Context: an optimization exercise on an open-source flow, tuned for a short achievable clock period and few clock cycles. The choices shown serve that exercise and are no tape-out recipe. Only simulation tests tie the RTL to the original design; equivalence was not proved. Power figures rest on the tool's default switching activity, not on a simulated workload.

Design memmap_nbank, start of the top module:
module memmap_nbank #(
  parameter int G_NBANKS     = 2,
  parameter int G_DATA_WIDTH = 16,
  parameter int G_BANK_AW    = 6
) (
  input  logic                             Clk,
  input  logic                             rst_n,
  input  logic [G_BANK_AW+4:2]             VMEAddr,
  input  logic [31:0]                      VMEWrData,
  input  logic                             VMERdMem,
  input  logic                             VMEWrMem,
  output logic [31:0]                      VMERdData,
  output logic                             VMERdDone,
  output logic                             VMEWrDone,
  output logic                             VMEErr,
  input  logic [G_NBANKS*G_BANK_AW-1:0]    bank_adr_i,
  input  logic [G_NBANKS-1:0]              bank_rd_i,
  output logic [G_NBANKS*G_DATA_WIDTH-1:0] bank_dat_o
);
  localparam int NW = 2**G_BANK_AW;
  localparam int NG = NW / 8;
  localparam int NC = 4;                   
  localparam int SPC = G_DATA_WIDTH / NC;  
  logic                       wr_done_q, rd_done_q, err_q;
  logic                       wr_q;
  logic [G_BANK_AW+2:2]       wr_adr_q;
  logic [G_DATA_WIDTH-1:0]    wr_dat_q;
  logic [G_DATA_WIDTH-1:0]    rd_dat;
  logic [G_NBANKS-1:0]        dat_b [G_DATA_WIDTH];
  memmap_pkg::slot_t          slot;
  logic [G_BANK_AW-1:0]       word;
  logic                       unused_wr_hi;
  logic [G_NBANKS*NG-1:0]     grp_sel_a [NC];
  logic [G_NBANKS*NG-1:0]     grp_sel_b [NC];
  logic [G_NBANKS*3-1:0]      adr_b_lo;
  assign unused_wr_hi = ^VMEWrData;
  assign slot = VMEAddr[G_BANK_AW+4:G_BANK_AW+2];
  assign word = VMEAddr[G_BANK_AW+1:2];
  always_ff @(posedge Clk or negedge rst_n) begin
    if (!rst_n) begin
      wr_done_q <= 1'b0;
      rd_done_q <= 1'b0;
      err_q     <= 1'b0;
      wr_q      <= 1'b0;
    end else begin
      wr_done_q <= VMEWrMem;
      rd_done_q <= VMERdMem;
      err_q     <= (VMEWrMem || VMERdMem) && !memmap_pkg::slot_mapped(slot, G_NBANKS);
      wr_q      <= VMEWrMem && memmap_pkg::slot_mapped(slot, G_NBANKS);
    end
  end
  always_ff @(posedge Clk) begin
    wr_adr_q <= VMEAddr[G_BANK_AW+2:2];
    wr_dat_q <= VMEWrData[G_DATA_WIDTH-1:0];
  end
  for (genvar c = 0; c < NC; c++) begin : g_gdec
    for (genvar k = 0; k < G_NBANKS; k++) begin : g_k
  ...
==> flow/config.mk <==
export PLATFORM = sky130hd
export DESIGN_NAME = memmap_nbank
export DESIGN_NICKNAME = memmap_nbank
export VERILOG_FILES = /design/flow/design.v
export SDC_FILE = /design/flow/constraint.sdc
export NUM_CORES = 4
export LEC_CHECK = 0
export ABC_CLOCK_PERIOD_IN_PS = 2000
export CAP_MARGIN = 20
export CORE_MARGIN = 2
export CORE_UTILIZATION = 50
export CTS_CLUSTER_DIAMETER = 80
export CTS_CLUSTER_SIZE = 20
export SETUP_SLACK_MARGIN = 3.2
export SLEW_MARGIN = 20
export SYNTH_HIERARCHICAL = 1
export SYNTH_MINIMUM_KEEP_SIZE = 0
==> flow/constraint.sdc <==
create_clock -name core_clock -period 5.5 [get_ports {Clk}]
set_input_delay 1.1000 -clock core_clock [delete_from_list [all_inputs] [get_ports {Clk}]]
set_output_delay 1.1000 -clock core_clock [all_outputs]
set_load 0.01 [all_outputs]
run.sh (not shown) runs the stock make flow with config.mk's settings and CLKGATE_MAP_FILE= SYNTH_SCRIPT=/design/flow/synth_recipe.tcl, a recipe that flattens the netlist after the stock synthesis.
Testbench counts at the start, summed over its fixed seeds: cycles 32,000.
==> next run, changes <==
Settings changed: CORE_UTILIZATION 50 to 55.
Worst setup slack gains 0.082 ns.
Design area decreases by 1.3%.
Worst hold slack got worse by 0.0098 ns.
Fmax increases by 3.3%.

* * *

== rev 12 ==
memmap_nbank, a different RTL version from the one above (not shown whole).
Size: ~2200 flip-flops, about 130 I/O pins, ~0.11 mm2 of cells after synthesis.
Design memmap_nbank, start of the top module:
module memmap_nbank #(
  parameter int G_NBANKS     = 2,
  parameter int G_DATA_WIDTH = 16,
  parameter int G_BANK_AW    = 6
) (
  input  logic                             Clk,
  input  logic                             rst_n,
  input  logic [G_BANK_AW+4:2]             VMEAddr,
  input  logic [31:0]                      VMEWrData,
  input  logic                             VMERdMem,
  input  logic                             VMEWrMem,
  output logic [31:0]                      VMERdData,
  output logic                             VMERdDone,
  output logic                             VMEWrDone,
  output logic                             VMEErr,
  input  logic [G_NBANKS*G_BANK_AW-1:0]    bank_adr_i,
  input  logic [G_NBANKS-1:0]              bank_rd_i,
  output logic [G_NBANKS*G_DATA_WIDTH-1:0] bank_dat_o
);
clock: 5.5 ns
lec_check: 0
abc_clock_period_in_ps: 2000
cap_margin: 20
core_margin: 2
core_utilization: 45
cts_cluster_diameter: 80
cts_cluster_size: 20
setup_slack_margin: 3.2
slew_margin: 20
synth_hierarchical: 1
synth_minimum_keep_size: 0
Testbench counts of rev 12, summed over its fixed seeds: cycles 32,000.
### rev 12 -> rev 13
Settings: clearing CTS_CLUSTER_SIZE, which used to be 20; clearing CTS_CLUSTER_DIAMETER, which used to be 80.
## What came out
- Reported for rev 13 and rev 12, number of sequential cells in the layout turned out identical to the last digit.
- Global-route wire length before repair: rev 13 vs rev 12 down 1.5%
- Leakage power ends up lower on rev 12.
- Rev 13 finished end to end and its layout was clean on timing, DRC and antenna.
- Going from rev 12 to rev 13, number of nets with antenna violations after routing comparable, clock power now larger.
- The launch point of the worst path comes out VMEAddr[9] in one run and VMEAddr[2] in the other, namely in rev 12 and rev 13 respectively.
- From rev 12 to rev 13 the numbers moved as follows: critical path depth rose 1; per-cell routed wire length fell 1.1 um.
- Compared to rev 12, rev 13 leaves less free space in the core.

[separate check: timing with driven ports]
In the flow no input, the clock included, has a driving cell. The finished layouts below were timed again as built, in two steps.
Step 1 sets driving cells, clkbuf_16 on the clock port and buf_2 on the other inputs (assumed; they add their load-dependent delay and slew).
Step 2 times the ports against the registers' clock, not the clock port: input delays grow and output delays shrink by t, the midpoint of the rising clock arrivals with the driver on.
a / b / c = ideal ports / drivers / drivers and shift; a / b = the first two.
run	t, ns	setup slack, ns	hold WS [ns]	clock arrival spread, ns	worst data-port slew with drivers (ns)
the first run of note 1	0.935	2.963 / 2.776 / 1.840	0.457 / 0.457 / 0.457	0.029 / 0.029	0.48
the second run of note 1	0.924	3.045 / 2.871 / 1.947	0.447 / 0.382 / 0.460	0.033 / 0.032	0.54
rev 12	0.935	2.735 / 2.194 / 1.259	0.294 / 0.232 / 0.459	0.040 / 0.040	0.91
rev 13	0.995	2.975 / 2.382 / 1.387	0.267 / 0.200 / 0.453	0.047 / 0.048	0.85
After both steps every run listed still meets setup and hold. For rev 13, which loses most, drivers alone change the setup slack by -0.593 ns; drivers and shift together by -1.588 ns.
